Background: an optimization exercise with open tools, aiming at small area and a short achievable clock period. Do not read the settings as production practice. In this exercise RTL edits were held to simulation tests only and were not proved equivalent to the original.

[flow/run.sh]
#!/bin/bash
# Own layout flow: the standard layout (standard synthesis unchanged), with
#  - the port buffers made as the smallest buffer cell instead of the default
#    choice,
#  - the timing repair steps asked to keep a setup margin, so that they also
#    work on the paths that set the period the design achieves, although
#    those meet the clock by a wide margin,
#  - after placement, the cells that synthesis upsized downsized wherever the
#    setup slack stays within that margin (flow/post_resize.tcl).
# Every tool's output goes to a log file in this folder; ORFS also keeps its
# per-step logs under orfs/logs.
set -euo pipefail
here=$(pwd)
export BUFFER_PORTS_ARGS="-buffer_cell sky130_fd_sc_hd__buf_1"
export SETUP_SLACK_MARGIN=65
export DS_MARGIN=65
export POST_RESIZE_TCL="$here/flow/post_resize.tcl"
bash standard.sh finish > flow_make.log 2>&1
test -s out/final.def
[flow/post_resize.tcl]
# Sourced by ORFS at the end of its resize step (POST_RESIZE_TCL): downsize
# the cells that synthesis upsized where the setup slack allows it, then let
# repair_design restore the slew and capacitance margins.
source [file join [file dirname [info script]] downsize.tcl]
ds_run $::env(DS_MARGIN)
estimate_parasitics -placement
repair_design_helper
puts "after downsizing and repair: worst slack [ds_worst]"
report_design_area
[constraint.sdc]
create_clock -name core_clock -period 110.0 [get_ports {clk}]
set_input_delay 22.0000 -clock core_clock [delete_from_list [all_inputs] [get_ports {clk}]]
set_output_delay 22.0000 -clock core_clock [all_outputs]
set_load 0.01 [all_outputs]
[standard.sh]
#!/bin/bash
# synth_recipe.tcl (not shown) runs the flow's synth.tcl, then flattens the netlist and writes it again
# the make line also repeats each setting of config.mk as NAME=value (left out here)
make -C /OpenROAD-flow-scripts/flow DESIGN_CONFIG=/design/flow/config.mk WORK_HOME=/design/flow/orfs CLKGATE_MAP_FILE= SYNTH_SCRIPT=/design/flow/synth_recipe.tcl "${@:-finish}"
[config.mk]
export PLATFORM = sky130hd
export DESIGN_NAME = muldiv_hilo
export DESIGN_NICKNAME = muldiv_hilo
export VERILOG_FILES = /design/flow/design.v
export SDC_FILE = /design/flow/constraint.sdc
export NUM_CORES = 4
export LEC_CHECK = 0
export ABC_AREA = 1
export CAP_MARGIN = 20
export CORE_MARGIN = 2
export CORE_UTILIZATION = 70
export SLEW_MARGIN = 20
[design.v]
module muldiv_hilo (
  input  logic        clk,
  input  logic        reset,
  input  logic        start,
  input  logic [1:0]  op,
  input  logic        we,
  input  logic        hilo_wsel,
  input  logic        rd_sel,
  input  logic [31:0] A,
  input  logic [31:0] B,
  output logic        busy,
  output logic [31:0] result
);
  localparam int W = 34;
  localparam logic [7:0] STYLE = 8'h3A;
  localparam int HYB = 12;
  logic [3:0]  cnt_q;
  logic        hv_q, lv_q;   
  logic [31:0] hi_q, lo_q, m_q;
  logic        hx_q;         
  logic        bp_q;         
  logic        div_q, sgn_q, sa_q;
  assign busy = (cnt_q != 4'd0);
  wire sel_lo = rd_sel & lv_q;
  wire sel_hi = ~rd_sel & hv_q;
  assign result = ({32{sel_lo}} & lo_q) | ({32{sel_hi}} & hi_q);
  wire accept = start & ~busy;
  wire wr     = we & ~start & ~busy;
  logic [3:0] cnt_d;
  logic       div_d;
  logic       last, first, dabs, dstep, mstep;
  always_comb begin
    cnt_d = cnt_q;
    div_d = div_q;
    if (busy) cnt_d = cnt_q - 4'd1;
    else if (accept) begin
      cnt_d = op[1] ? 4'd10 : 4'd5;
      div_d = op[1];
    end
  end
  always_ff @(posedge clk) begin
    last  <= (cnt_d == 4'd1);
    first <= (cnt_d == (div_d ? 4'd9 : 4'd5));
    dabs  <= div_d & (cnt_d == 4'd10);
    dstep <= div_d & (cnt_d != 4'd1) & (cnt_d != 4'd10);
    mstep <= ~div_d & (cnt_d != 4'd1);
  end
  wire         sb    = sgn_q & m_q[31];
  wire [W-1:0] acc_x = {{(W-33){hx_q}}, hx_q, hi_q};
  wire [W-1:0] m_x   = {{(W-32){sb}}, m_q};
  wire [W-1:0] m_x2  = {m_x[W-2:0], 1'b0};
  wire [W-1:0] lo_x  = {{(W-32){1'b0}}, lo_q};
  logic [W-1:0] X [1:4];
  logic [W-1:0] Y [1:4];
  logic         N [1:4];
  logic [W-1:0] S [1:4];
  logic         x_d [1:4];    
  logic         x_m [1:4];    
  logic         y_1 [1:4];    
  logic         y_2 [1:4];    
  logic         y_a [1:4];    
  logic [W-1:0] alt [1:4];
  logic [W-1:0] prv [1:4];
  always_comb begin
    logic b2, b1, b0;
    for (int k = 1; k <= 4; k++) begin
      b2 = lo_q[2*k-1];
      b1 = lo_q[2*k-2];
      b0 = (k == 1) ? bp_q : lo_q[2*k-3];
      x_d[k] = dstep & ~(k == 1 & first);
      x_m[k] = (k == 1) ? (~dstep & ~first) : mstep;
      y_a[k] = 1'b0;
      alt[k] = lo_x;
      if (mstep) begin
        y_1[k] = b1 ^ b0;
        y_2[k] = (b2 & ~b1 & ~b0) | (~b2 & b1 & b0);
        N[k]   = b2 & ~(b1 & b0);
      end else if (dstep) begin
        y_1[k] = 1'b1;
        y_2[k] = 1'b0;
        N[k]   = 1'b0;   
      end else if (dabs) begin
        y_1[k] = 1'b0;
        y_2[k] = 1'b0;
        y_a[k] = (k == 3);
        N[k]   = (k == 3) & sa_q;
      end else begin
        y_1[k] = (k == 1) & (div_q ? hx_q : (~sgn_q & bp_q));
        y_2[k] = 1'b0;
        y_a[k] = (k == 2) | (k == 3 & div_q);
        N[k]   = (k == 1) ? (div_q & sb) :
                 (k == 2) ? (div_q & sa_q) :
                 (k == 3) ? (div_q & (sa_q ^ sb) & ~(lo_q[31] & lo_q[30])) : 1'b0;
      end
    end
    alt[2] = S[1];
    for (int k = 1; k <= 4; k++) begin
      prv[k] = (k == 1) ? (acc_x & {W{~first}}) : S[k-1];
      if (k == 1)
        X[k] = ({W{x_d[k]}} & {acc_x[W-2:0], lo_q[31]})
             | ({W{x_m[k]}} & acc_x)
             | {{(W-1){1'b0}}, dstep & first & lo_q[31]};
      else
        X[k] = ({W{x_d[k]}} & {S[k-1][W-2:0], lo_q[32-k]})
             | ({W{x_m[k]}} & {{2{S[k-1][W-1]}}, S[k-1][W-1:2]});
      if (dstep) N[k] = ~prv[k][33] ^ sb;
      Y[k] = ({W{y_1[k]}} & m_x) | ({W{y_2[k]}} & m_x2) | ({W{y_a[k]}} & alt[k]);
      if (STYLE[2*(k-1) +: 2] == 2'd1) begin
        S[k] = X[k] + (Y[k] ^ {W{N[k]}}) + {{(W-1){1'b0}}, N[k]};
      end else if (STYLE[2*(k-1) +: 2] == 2'd2) begin
        logic c, yy, p;
        c = N[k];
        for (int j = 0; j < W; j++) begin
          yy      = Y[k][j] ^ N[k];
          p       = X[k][j] ^ yy;
          S[k][j] = p ^ c;
          c       = p ? c : yy;
        end
      end else if (STYLE[2*(k-1) +: 2] == 2'd3) begin
        logic c, yy, p;
        c = N[k];
        for (int j = 0; j < W; j++) begin
          yy = Y[k][j] ^ N[k];
          if (j < HYB) begin
            p       = X[k][j] ^ yy;
            S[k][j] = p ^ c;
            c       = p ? c : yy;
          end else begin
            S[k][j] = X[k][j] ^ yy ^ c;
            c       = (X[k][j] & yy) | (c & (X[k][j] ^ yy));
          end
        end
      end else begin
        logic c, yy;
        c = N[k];
        for (int j = 0; j < W; j++) begin
          yy      = Y[k][j] ^ N[k];
          S[k][j] = X[k][j] ^ yy ^ c;
          c       = (X[k][j] & yy) | (c & (X[k][j] ^ yy));
        end
      end
    end
  end
  always_ff @(posedge clk or posedge reset) begin
    if (reset) begin
      cnt_q <= '0;
      hv_q  <= 1'b0;
      lv_q  <= 1'b0;
    end else begin
      cnt_q <= cnt_d;
      if (busy) begin
        if (last) begin
          hv_q <= 1'b1;
          lv_q <= 1'b1;
        end
      end else if (wr) begin
        if (hilo_wsel) hv_q <= 1'b1;
        else           lv_q <= 1'b1;
      end
    end
  end
  wire h_a  = wr & hilo_wsel;
  wire h_s  = busy & last;
  wire h_m  = busy & mstep;
  wire h_d  = busy & dstep;
  wire h_h  = ~(h_a | h_s | h_m | h_d);
  wire l_a  = accept | (wr & ~hilo_wsel);
  wire l_s  = busy & ((last & div_q) | dabs);
  wire l_m  = h_m;
  wire l_d  = h_d;
  wire l_h  = ~(l_a | l_s | l_m | l_d);
  wire [31:0] hi_d = ({32{h_a}} & A) | ({32{h_s}} & S[2][31:0]) | ({32{h_m}} & S[4][33:2])
                   | ({32{h_d}} & S[4][31:0]) | ({32{h_h}} & hi_q);
  wire [31:0] lo_d = ({32{l_a}} & A) | ({32{l_s}} & S[3][31:0])
                   | ({32{l_m}} & {S[4][1:0], S[3][1:0], S[2][1:0], S[1][1:0], lo_q[31:8]})
                   | ({32{l_d}} & {lo_q[27:0], ~S[1][33], ~S[2][33], ~S[3][33], ~S[4][33]})
                   | ({32{l_h}} & lo_q);
  always_ff @(posedge clk) begin
    hi_q <= hi_d;
    lo_q <= lo_d;
    if (busy) begin
      if (mstep) begin
        hx_q <= S[4][33];
        bp_q <= lo_q[7];
      end else if (dstep) begin
        hx_q <= S[4][32];
      end
    end else if (accept) begin
      m_q   <= B;
      bp_q  <= 1'b0;
      div_q <= op[1];
      sgn_q <= op[0];
      sa_q  <= op[0] & A[31];
    end
  end
endmodule
[flow/downsize.tcl]
# Downsize cells that synthesis upsized where the timing allows it: every
# combinational cell with a drive strength above 1 is tried at strength 1
# (or 0), kept there only if the worst setup slack stays at least the repair
# margin and the cell's output slew/capacitance stays legal.
proc ds_worst {} {
  return [expr {[sta::worst_slack_cmd max] * 1e9}]
}
proc ds_viol {} {
  return [expr {[sta::max_slew_violation_count] + [sta::max_capacitance_violation_count]}]
}
proc ds_run { margin } {
  set block [ord::get_db_block]
  set db [ord::get_db]
  set tried 0
  set kept 0
  set saved 0.0
  set w0 [ds_worst]
  if { $w0 < $margin } { set margin $w0 }
  set v0 [ds_viol]
  foreach inst [$block getInsts] {
    set m [$inst getMaster]
    set mn [$m getName]
    if { ![regexp {^(sky130_fd_sc_hd__[a-z0-9]+)_([0-9]+)$} $mn -> base drive] } { continue }
    if { $drive <= 1 } { continue }
    if { [regexp {df|dl|clkbuf|clkinv|clkdly|buf_|bufinv|fill|tap|conb|decap|sdf|edf} $base] } { continue }
    if { [$m isSequential] } { continue }
    set new ""
    foreach d {1 0} {
      set cand [$db findMaster "${base}_$d"]
      if { $cand != "NULL" } { set new $cand; break }
    }
    if { $new == "" } { continue }
    incr tried
    set iname [$inst getName]
    set old_area [expr {[$m getWidth] * [$m getHeight] / 1e6}]
    replace_cell [get_cells $iname] [get_lib_cells [$new getName]]
    if { [ds_worst] < $margin || [ds_viol] > $v0 } {
      replace_cell [get_cells $iname] [get_lib_cells $mn]
    } else {
      incr kept
      set saved [expr {$saved + $old_area - [$new getWidth] * [$new getHeight] / 1e6}]
    }
  }
  puts "downsize: tried $tried, kept $kept, area saved [format %.1f $saved] um2, worst slack [ds_worst]"
}
==> out/metrics.csv, run 1 <==
stage;metric;value;unit
placed_design;GPL Wtd Cong;0.978;
logic_synthesis;EDFF count, synth;36;
global_routing;aggregate global-route resource usage;0.437;
clock_network;CTS tree;built;
logic_synthesis;Post-Synth Adder-Cell Area;0.0807;
drt;routed len/inst;21.2;um
sta;Clock Skews;0.0150;ns
logic_synthesis;xor/xnor share of the synthesized area;0.158;
layout;commonest non-fill, non-tap cell in the layout;nand2_1;
layout;Net count, final;2117;
logic_synthesis;sequential area share after synthesis;0.189;
drt;Vias;15000;
drt;Final ANT Viol Nets;0;
sta;TNS Setup;0;ns
drt;metal3 WL;6780;um
worst_setup_path;Worst R2R Path Depth;230;
clock_network;CTS Buffer Depth;2;
drt;DR top layer;met4;
logic_synthesis;syn nets;2076;
global_routing;antenna violations before repair;0;
logic_synthesis;Avg Cell Area, Syn;7.15;um2
worst_setup_path;crit path DAT;22.91;ns
clock_network;Skew-Pair Late Insertion Delay;0.38;ns
logic_synthesis;ys async rst share;0.0536;
drt;met1 wire length;17900;um
die;die area;0.0210;mm2
sta;Final Hold Fails;0;
clock_network;CTS Sinks;112;
global_routing;first-pass GRT wire length;74000;um
worst_setup_path;CP required;88.00;ns
logic_synthesis;Synth Area in Simple Gates;0.208;
global_routing;pin count of the biggest net entering global routing;46;
drt;drt drc;0;
layout;most frequent cells in the layout;nand2_1 (459), inv_1 (311), o22ai_1 (242), xor2_1 (225), buf_1 (113);
logic_synthesis;Cell variety after synth;60;
logic_synthesis;compound-gate portion of the synthesized area;0.234;
drt;final wirelength;47800;um
layout;Ant. Diodes;0;
layout;layout cells sized above 1;0.0321;
run;Max Cap Violations;0;
sta;max_slew headroom;0.178;
sta;hold slack;0.464;ns
logic_synthesis;FF+latch count, synth;112;
logic_synthesis;largest family of logic cells by synthesized area;compound AO/OA/AOI/OAI gates;
worst_setup_path;Reg2Reg Capture Point;hx_q$_DFFE_PP_;
die;Die Span X;145;um
logic_synthesis;Synth Cell Area;0.0139;mm2
logic_synthesis;Most used DFF post-synth;dfxtp_1;
worst_setup_path;worst setup path startpoint;rd_sel;
sta;Worst Tran Pin Value;1.22;ns
worst_setup_path;worst-path maximum fanout;32;
worst_setup_path;worst reg2reg setup slack;67.89;ns
sta;min cycle time layout;44.91;ns
sta;Setup violations, final;0;
worst_hold_path;Worst Hold End;hv_q$_DFFE_PP0P_;
sta;fin crit share;0.408;
die;IO Pins;105;
layout;area delta synth->final;2.98;%
worst_setup_path;critical path endpoint category;output port;
die;Die Span Y;145;um
run_status;status;timing/DRC/antenna clean;
worst_setup_path;CP startpoint kind;input pin;
clock_network;clock-pin slew on the worst setup and hold paths;0.08;ns
global_routing;vias in the first global route;14100;
global_routing;global-route congestion overflow total;0;
die;row count;51;
logic_synthesis;mux cell area share after synthesis;0.00171;
clock_network;TritonCTS buffer count;9;
layout;Final Cell Area;0.0143;mm2
drt;WL met2;20800;um
placed_design;DPL Wire Length;32900;um
logic_synthesis;Syn Inst Count;1946;
placed_design;placed cell area;0.0138;mm2
worst_setup_path;Crit Path Class;in -> out;
drt;1st-iter DRT viols;1936;
worst_hold_path;hold_sp;hv_q$_DFFE_PP0P_;
worst_hold_path;Hold Crit Class;reg -> reg;
sta;FMAX;0.0223;GHz
logic_synthesis;Ys Warns;12;
worst_setup_path;Crit Reg-Reg Startpoint;m_q[31]$_DFFE_PP_;
clock_network;root buffer cell;clkbuf_16;
drt;TritonRoute pass-1 iters;9;
placed_design;PortBufs;104;
worst_hold_path;worst hold path cell count;2;
die;Core ar.;0.0195;mm2
sta;max-slew violations;0;
die;Initial Utilization;0.715;
sta;RSZ-0062 raised after global routing;no;
drt;Via density;6.63;
clock_network;H-tree depth;3;
==> how the worst max path moves through the flow <==
stage,endpoint,cells past startpoint,slack [ns]
detailed placement,result[2],4,64.87
CTS,result[2],4,65.11
global placement,result[12],4,64.92
global route,hx_q$_DFFE_PP_,228,64.93
floorplan,result[10],4,65.19
finish,result[2],4,65.09
==> cell usage after synthesis (2+ instances only) <==
cell type / instances / area, um2
o22ai_1: 242 / 1510
xor2_2: 2 / 32.5
a221oi_1: 12 / 105
o2111ai_1: 11 / 96.3
ha_1: 5 / 62.6
o21ai_0: 32 / 160
o211ai_1: 15 / 113
clkbuf_1: 72 / 270
or2_2: 21 / 131
buf_2: 4 / 20.0
nand3b_1: 2 / 15.0
nand4_1: 8 / 50.1
nand3_1: 59 / 295
nor3_1: 5 / 25.0
a31oi_1: 3 / 18.8
xnor2_1: 23 / 201
buf_1: 8 / 30.0
nand2_1: 341 / 1280
nand2_2: 116 / 726
fa_1: 53 / 1060
xor2_1: 223 / 1950
inv_1: 303 / 1140
dfrtp_1: 6 / 150
clkbuf_8: 2 / 27.5
nor2_1: 42 / 158
or2_1: 2 / 12.5
nand3_2: 7 / 70.1
inv_2: 11 / 41.3
a21oi_1: 44 / 220
dfxtp_1: 70 / 1400
o221ai_1: 87 / 762
edfxtp_1: 36 / 1080
nand2_4: 9 / 101
buf_6: 14 / 158
o21ai_1: 10 / 50.1
buf_4: 5 / 37.5
a22oi_1: 18 / 135
==> final cells by class <==
class                           count  area (um2)
Fill cell                        1722        5130
Clock buffer                       10         229
Timing Repair Buffer              134         603
Multi-Input combinational cell   1412        9250
Tap cell                          265         332
Clock inverter                      6        67.6
Sequential cell                   112        2630
Inverter                          318        1220
==> stage by stage <==
step / util / std cells / setup slack [ns]
2_1_floorplan: - / 1946 / 65.19
3_3_place_gp: 0.735 / 2232 / 64.92
3_5_place_dp: 0.711 / 2234 / 64.87
4_1_cts: 0.726 / 2250 / 65.11
5_1_grt: 0.736 / 2257 / 64.93
6_report: 0.736 / 2257 / 65.09
==> timing repair <==
item                                    in CTS  in global routing
endpoints found under the setup margin      32                  7
pin swaps                                    0                  4
buffers inserted                             0                  3
hold buffers                                 0                  0
cloned                                       0                  4
gates resized for setup                      1                 31
==> critical path: stages <==
cell     delay (ns)
buf_1          0.08
or2_4          0.43
o22ai_1        0.21
buf_1          0.17
==> state kept, by name, indices dropped and copies added (netlist names) <==
signal  cells
m_q        32
hv_q        1
last        1
sa_q        1
sgn_q       1
bp_q        1
hx_q        1
lo_q       32
lv_q        1
cnt_q       4
dabs        1
hi_q       32
first       1
mstep       1
dstep       1
div_q       1
==> cells by family after synthesis <==
| group | count (synthesis) |
|---|---|
| fa+ha+maj | 58 |
| compound gates | 482 |
| xor+xnor | 249 |
| flops | 112 |
| buf+inv | 426 |
| mux | 2 |
| simple gates | 617 |
==> per-layer routing <==
metal | vias to the layer above | global-route usage
met4 | 0 | 0.220
met1 | 6822 | 0.582
met5 | - | 0
met2 | 1236 | 0.677
li1 | 6687 | -
met3 | 215 | 0.0871
==> inputs of run 2 (changes only) <==
--- a/config.mk
+++ b/config.mk
@@ -6,7 +6,7 @@
 export NUM_CORES = 4
 export LEC_CHECK = 0
 export ABC_AREA = 1
-export CAP_MARGIN = 20
+export CAP_MARGIN = 10
 export CORE_MARGIN = 2
 export CORE_UTILIZATION = 70
-export SLEW_MARGIN = 20
+export SLEW_MARGIN = 10
==> run 2 against run 1 <==
Fmax hardly changed. Area after synthesis stayed put. Register-to-register slack better by 0.20 ns. Die area stayed put. Via count is 0.33% higher. Highest routed layer unchanged. Count of clock-buffer cells in the layout stayed put. Routed wire length is 0.11% lower.
==> out/metrics.csv, run 2 <==
stage;metric;value;unit;change
drt;TritonRoute pass-1 iters;6;;-3
logic_synthesis;cell with the most instances after synthesis;nand2_1;;
logic_synthesis;Syn Inst Count;1946;;unchanged
global_routing;antenna violations before repair;0;;unchanged
sta;min cycle time layout;44.91;ns;-0.00440 ns
worst_setup_path;CP startpoint kind;input pin;;
sta;TNS Setup;0;ns;unchanged
die;Die Span Y;145;um;unchanged
placed_design;PortBufs;104;;unchanged
worst_setup_path;critical path endpoint category;output port;;
sta;max_slew headroom;0.0915;;-0.0860
clock_network;Skew-Pair Late Insertion Delay;0.37;ns;about the same
sta;max-slew violations;0;;unchanged
logic_synthesis;largest cells by area after synthesis;xor2_1 (14%), o22ai_1 (11%), dfxtp_1 (10%), nand2_1 (9.2%), inv_1 (8.2%);;
global_routing;vias in the first global route;14000;;-0.44%
layout;Fillers;1676;;-2.7%
die;IO Pins;105;;unchanged
drt;Final ANT Viol Nets;0;;unchanged
clock_network;root buffer cell;clkbuf_16;;
die;Initial Utilization;0.715;;unchanged
worst_hold_path;Hold Crit Class;reg -> reg;;
sta;fin crit share;0.408;;about the same
die;die area;0.0210;mm2;unchanged
layout;Regs by FF count;hi_q (32), lo_q (32), m_q (32);;
logic_synthesis;FF+latch count, synth;112;;unchanged
layout;most frequent cells in the layout;nand2_1 (458), inv_1 (311), o22ai_1 (242), xor2_1 (225), buf_1 (115);;
layout;area delta synth->final;3.24;%;
clock_network;clock-pin slew on the worst setup and hold paths;0.08;ns;about the same
sta;FMAX;0.0223;GHz;about the same
worst_setup_path;Worst R2R Path Depth;230;;unchanged
drt;Vias;15000;;+0.33%
global_routing;first-pass GRT wire length;73700;um;-0.40%
logic_synthesis;Most used DFF post-synth;dfxtp_1;;
logic_synthesis;Avg Cell Area, Syn;7.15;um2;unchanged
clock_network;CTS Buffer Depth;2;;unchanged
sta;Clock Skews;0.0114;ns;-0.00365 ns
drt;WL met2;20900;um;+0.23%
drt;final wirelength;47800;um;-0.11%
worst_hold_path;worst hold path cell count;2;;unchanged
logic_synthesis;Cell variety after synth;60;;unchanged
drt;drt drc;0;;unchanged
sta;Worst Tran Pin Value;1.36;ns;+0.142 ns
drt;Via density;6.64;;+0.24%
logic_synthesis;post-synth top area cell;xor2_1;;
drt;1st-iter DRT viols;1937;;+0.052%
worst_setup_path;worst-path maximum fanout;32;;unchanged
drt;met1 wire length;18000;um;+0.54%
global_routing;global-route congestion overflow total;0;;unchanged
die;row count;51;;unchanged
logic_synthesis;Synth Cell Area;0.0139;mm2;unchanged
layout;Ant. Diodes;0;;unchanged
worst_setup_path;Crit Path Class;in -> out;;
placed_design;GPL Wtd Cong;0.978;;unchanged
die;Core ar.;0.0195;mm2;unchanged
drt;DR top layer;met4;;
clock_network;TritonCTS buffer count;9;;unchanged
worst_setup_path;crit path DAT;22.91;ns;about the same
layout;Net count, final;2119;;+0.094%
clock_network;CTS Sinks;112;;unchanged
sta;RSZ-0062 raised after global routing;no;;
worst_setup_path;CP required;88.00;ns;about the same
logic_synthesis;top cells by count, synth;nand2_1 (341), inv_1 (303), o22ai_1 (242);;
layout;commonest non-fill, non-tap cell in the layout;nand2_1;;
placed_design;DPL Wire Length;32800;um;-0.43%
run_status;status;timing/DRC/antenna clean;;
logic_synthesis;Ys Warns;12;;unchanged
clock_network;H-tree depth;3;;unchanged
die;Die Span X;145;um;unchanged
clock_network;CTS tree;built;;
logic_synthesis;sequential area share after synthesis;0.189;;unchanged
logic_synthesis;syn nets;2076;;unchanged
global_routing;aggregate global-route resource usage;0.433;;-0.00351
drt;routed len/inst;21.2;um;-0.20%
sta;Setup violations, final;0;;unchanged
logic_synthesis;ys async rst share;0.0536;;unchanged
run;Max Cap Violations;0;;unchanged
logic_synthesis;EDFF count, synth;36;;unchanged
global_routing;pin count of the biggest net entering global routing;46;;unchanged
layout;layout cells sized above 1;0.0331;;+0.000971
sta;Final Hold Fails;0;;unchanged
logic_synthesis;post-synth top area share;0.140;;unchanged
drt;metal3 WL;6520;um;-3.8%
[run 2: changes by cell type in the layout (fill, tap and decap cells not counted), sizes merged]
cell,change
buf,+3
clkbuf,-1
[run 2: metal layers]
| metal | up-vias | global-route usage |
|---|---|---|
| li1 | 6672 | - |
| met1 | 6878 | 0.578 |
| met2 | 1246 | 0.682 |
| met3 | 213 | 0.0783 |
| met4 | 0 | 0.206 |
| met5 | - | 0 |
[run 2: layout make-up]
class                           count  area [um2]  area share
Inverter                          318        1220      0.0849
Sequential cell                   112        2630       0.183
Tap cell                          265         332      0.0231
Clock buffer                       10         250      0.0174
Multi-Input combinational cell   1412        9250       0.644
Timing Repair Buffer              136         616      0.0428
Clock inverter                      6        63.8     0.00444
[run 2: stage by stage]
stage                     instances  setup slack (ns)  hold WS [ns]  utilization  instance area (um2)
after floorplan                1946             65.19         0.417            -                13900
after global placement         2232             64.92         0.431        0.735                14300
after detailed placement       2234             64.88         0.443        0.710                13800
after CTS                      2250             65.12         0.468        0.726                14100
after global routing           2259             64.93         0.495        0.738                14400
final                          2259             65.09         0.466        0.738                14400
[run 2: worst paths after layout]
kind	start	end	slack, ns
max	rd_sel	result[23]	65.09
min	hv_q$_DFFE_PP0P_	hv_q$_DFFE_PP0P_	0.47
max reg2reg	dstep$_DFF_P_	hx_q$_DFFE_PP_	68.09
min reg2reg	hv_q$_DFFE_PP0P_	hv_q$_DFFE_PP0P_	0.47
max in group asynchronous	reset	cnt_q[2]$_DFF_PP0_	88.30
min in group asynchronous	reset	hv_q$_DFFE_PP0P_	21.51
[run 2: kinds of logic (layout without fill, tap and decap cells)]
family          Yosys count  after routing  synth area share
compound gates          482            482             0.234
buf+inv                 426            470             0.128
xor+xnor                249            249             0.158
simple gates            617            621             0.208
mux                       2              2           0.00171
fa+ha+maj                58             58            0.0807
flops                   112            112             0.189
[run 2: critical path, stage by stage]
cell and delay, ns:
buf_1 0.08, or2_4 0.44, o22ai_1 0.20, buf_1 0.18
[run 2: what timing repair did]
| item | in CTS | in global routing |
|---|---|---|
| setup buffers | 0 | 5 |
| hold buffers | 0 | 0 |
| resized for setup | 1 | 32 |
| setup endpoints to repair | 32 | 7 |
| pin swaps | 0 | 4 |
| gates cloned | 0 | 4 |
==> inputs of run 3 (changes only) <==
--- a/config.mk
+++ b/config.mk
@@ -6,7 +6,7 @@
 export NUM_CORES = 4
 export LEC_CHECK = 0
 export ABC_AREA = 1
-export CAP_MARGIN = 10
+export CAP_MARGIN = 20
 export CORE_MARGIN = 2
-export CORE_UTILIZATION = 70
-export SLEW_MARGIN = 10
+export CORE_UTILIZATION = 80
+export SLEW_MARGIN = 20
==> run 3 against run 2 <==
Still clean on timing, DRC and antenna. Routed wire length rose by 1.0%. Count of clock-buffer cells in the layout is 1 higher. Hold slack lost 0.0080 ns. Critical path depth is the same. Setup slack worse by 0.064 ns. Global-route usage increased by 8.1 points. Utilization up 9.1 points. Highest routed layer is now met5.
==> out/metrics.csv, run 3 <==
stage;metric;value;unit;change
drt;TritonRoute pass-1 iters;10;;+4
die;IO Pins;105;;unchanged
logic_synthesis;sequential area share after synthesis;0.189;;unchanged
layout;Net count, final;2119;;unchanged
sta;TNS Setup;0;ns;unchanged
drt;Via density;6.99;;+5.2%
worst_setup_path;worst-path maximum fanout;32;;unchanged
die;Initial Utilization;0.810;;+0.0952
logic_synthesis;Syn Inst Count;1946;;unchanged
global_routing;antenna violations before repair;1;;+1
placed_design;pre-CTS setup slack;64.66;ns;-0.222 ns
die;die area;0.0185;mm2;-12%
global_routing;first-pass GRT wire length;74300;um;+0.80%
clock_network;CTS Buffer Depth;2;;unchanged
clock_network;hold_buf cts;0;;unchanged
run;Max Cap Violations;0;;unchanged
worst_setup_path;critical path endpoint category;output port;;
die;Die Span X;136;um;-6.3%
logic_synthesis;largest cells by area after synthesis;xor2_1 (14%), o22ai_1 (11%), dfxtp_1 (10%), nand2_1 (9.2%), inv_1 (8.2%);;
sta;max_slew headroom;0.178;;+0.0863
layout;non-filler instance count after layout;2219;;-1.8%
logic_synthesis;Synth Area in Simple Gates;0.208;;unchanged
die;Core ar.;0.0172;mm2;-12%
clock_network;Skew-Pair Late Insertion Delay;0.37;ns;about the same
placed_design;Placed Instances;2195;;-1.7%
logic_synthesis;Post-Synth Adder-Cell Area;0.0807;;unchanged
run_status;status;timing/DRC/antenna clean;;
logic_synthesis;Most used DFF post-synth;dfxtp_1;;
sta;min cycle time layout;44.97;ns;+0.0636 ns
logic_synthesis;top cells by count, synth;nand2_1 (341), inv_1 (303), o22ai_1 (242);;
sta;max-slew violations;0;;unchanged
sta;final setup margin;65.03;ns;-0.0636 ns
logic_synthesis;FF+latch count, synth;112;;unchanged
sta;Worst Tran Pin Value;1.22;ns;-0.142 ns
die;Die Span Y;136;um;-6.3%
layout;Regs by FF count;hi_q (32), lo_q (32), m_q (32);;
clock_network;CTS tree;built;;
clock_network;root buffer cell;clkbuf_16;;
logic_synthesis;Avg Cell Area, Syn;7.15;um2;unchanged
global_routing;pin count of the biggest net entering global routing;60;;+30%
global_routing;global-route congestion overflow total;0;;unchanged
sta;Clock Skews;0.0109;ns;-0.000451 ns
die;row count;48;;-5.9%
logic_synthesis;ys async rst share;0.0536;;unchanged
drt;final wirelength;48300;um;+1.0%
layout;layout cells sized above 1;0.0311;;-0.00201
drt;Final ANT Viol Nets;0;;unchanged
worst_setup_path;Crit path max-delay family;simple AND/OR/NAND/NOR gates;;
clock_network;CTS Sinks;112;;unchanged
worst_setup_path;CP required;88.00;ns;about the same
worst_setup_path;Crit Path Class;in -> out;;
drt;routed len/inst;21.8;um;+2.8%
clock_network;H-tree depth;3;;unchanged
worst_setup_path;crit path buf inv count;2;;unchanged
layout;Ant. Diodes;0;;unchanged
worst_setup_path;most used cell, CP;buf_1;;
layout;area delta synth->final;2.36;%;
placed_design;PortBufs;104;;unchanged
layout;most frequent cells in the layout;nand2_1 (458), inv_1 (313), o22ai_1 (242), xor2_1 (225), buf_1 (113);;
worst_setup_path;crit path DAT;22.97;ns;+0.06 ns
drt;1st-iter DRT viols;2552;;+32%
clock_network;TritonCTS buffer count;9;;unchanged
logic_synthesis;largest family of logic cells by synthesized area;compound AO/OA/AOI/OAI gates;;
logic_synthesis;post-synth top area cell;xor2_1;;
logic_synthesis;post-synth top area share;0.140;;unchanged
drt;drt drc;0;;unchanged
logic_synthesis;Ys Warns;12;;unchanged
layout;commonest non-fill, non-tap cell in the layout;nand2_1;;
logic_synthesis;EDFF count, synth;36;;unchanged
logic_synthesis;xor/xnor share of the synthesized area;0.158;;unchanged
sta;FMAX;0.0222;GHz;-0.14%
placed_design;GPL Wtd Cong;0.991;;+1.3%
placed_design;DPL Wire Length;32900;um;+0.31%
global_routing;aggregate global-route resource usage;0.514;;+0.0808
sta;Setup violations, final;0;;unchanged
logic_synthesis;Synth Cell Area;0.0139;mm2;unchanged
logic_synthesis;mux cell area share after synthesis;0.00171;;unchanged
worst_setup_path;CP startpoint kind;input pin;;
logic_synthesis;syn nets;2076;;unchanged
drt;Vias;15500;;+3.3%
worst_hold_path;Hold Crit Class;reg -> reg;;
worst_setup_path;worst-path cell chain;buf_1 > or2_4 > o22ai_1 > buf_1;;
worst_setup_path;Slowest-stage cell, CP;or2_4;;
sta;Final Hold Fails;0;;unchanged
sta;RSZ-0062 raised after global routing;yes;;
logic_synthesis;compound-gate portion of the synthesized area;0.234;;unchanged
clock_network;clock-pin slew on the worst setup and hold paths;0.09;ns;about the same
logic_synthesis;cell with the most instances after synthesis;nand2_1;;
global_routing;vias in the first global route;14700;;+5.0%
worst_setup_path;max incr delay on CP;0.49;ns;+0.05 ns
logic_synthesis;Cell variety after synth;60;;unchanged
sta;fin crit share;0.409;;+0.000578
[run 3: cell counts after synthesis]
No cell type changed its count.
[run 3: repair_timing]
item,CTS,global route
pin swaps,0,5
setup buffers,0,5
gates resized for setup,3,23
setup endpoints to repair,32,28
cloned,0,3
[run 3: logic make-up (layout without fill, tap and decap cells)]
family / count (synthesis) / count (layout)
buf+inv: 426 / 471
compound gates: 482 / 482
flops: 112 / 112
fa+ha+maj: 58 / 58
xor+xnor: 249 / 249
simple gates: 617 / 620
mux: 2 / 2
[run 3: final timing paths]
kind	startpoint	end	slack (ns)	cells past startpoint
min	hv_q$_DFFE_PP0P_	hv_q$_DFFE_PP0P_	0.46	2
min in group asynchronous	reset	hv_q$_DFFE_PP0P_	21.49	2
max reg2reg	mstep$_DFF_P_	hx_q$_DFFE_PP_	67.39	230
max in group asynchronous	reset	cnt_q[1]$_DFF_PP0_	88.31	2
min reg2reg	hv_q$_DFFE_PP0P_	hv_q$_DFFE_PP0P_	0.46	2
max	rd_sel	result[15]	65.03	4
[run 3: metal layers]
metal,part of all wire,vias to the layer above,GRT usage
li1,-,6685,-
met1,0.34,6984,0.633
met2,0.43,1467,0.772
met3,0.16,365,0.164
met4,0.067,2,0.343
met5,0.00025,-,0
[run 3: final cells by class]
type	instances	area, um2
Sequential cell	112	2630
Tap cell	225	282
Inverter	318	1210
Clock buffer	11	254
Fill cell	1221	2930
Timing Repair Buffer	137	622
Clock inverter	5	37.5
Multi-Input combinational cell	1411	9210
[run 3: per-stage QoR]
stage / hold WS [ns] / utilization / area (um2)
2_1_floorplan: 0.417 / - / 13900
3_3_place_gp: 0.429 / 0.830 / 14300
3_5_place_dp: 0.433 / 0.802 / 13800
4_1_cts: 0.458 / 0.819 / 14100
5_1_grt: 0.499 / 0.829 / 14200
6_report: 0.458 / 0.829 / 14200
[run 3: worst register-to-register path: cells and delay by family (launching register included)]
kind | cells | cell delay (ns)
AND/OR/NAND/NOR | 162 | 14.12
AO/OA/AOI/OAI | 5 | 0.78
buffers and inverters | 4 | 0.91
multiplexers | 1 | 0.35
flip-flops | 1 | 0.34
XOR/XNOR | 5 | 1.08
adder cells (fa/ha/maj) | 53 | 24.78

## port drivers added, routing unchanged
Ports are ideal in the flow. The routed layouts listed here were re-timed in OpenROAD.
Step 1 (the two cells are an assumption about what drives the block):
set clk [get_ports {clk}]
set_driving_cell -lib_cell sky130_fd_sc_hd__clkbuf_16 $clk
set_driving_cell -lib_cell sky130_fd_sc_hd__buf_2 [delete_from_list [all_inputs] $clk]
Step 2 moves the port delays by t, midway between the first and last clock arrival at a register: inputs arrive t later, outputs are due t later. That takes back most of the time a late clock gives input paths.
a / b / c = no drivers / after step 1 / after step 2; a / b = the first two.
| run | shift t [ns] | setup slack, ns | worst hold slack (ns) | worst data-port slew with drivers (ns) | cell pins on the clock port's net |
|---|---|---|---|---|---|
| run 1 | 0.419 | 65.089 / 65.067 / 65.067 | 0.464 / 0.464 / 0.464 | 0.04 | 1 |
| run 2 | 0.411 | 65.093 / 65.072 / 65.072 | 0.466 / 0.466 / 0.466 | 0.04 | 1 |
| run 3 | 0.419 | 65.029 / 64.989 / 64.989 | 0.458 / 0.458 / 0.458 | 0.04 | 1 |
After both steps setup and hold are still met in every run listed. For run 3, which loses most, drivers alone change the setup slack by -0.040 ns; drivers and shift together by -0.040 ns.
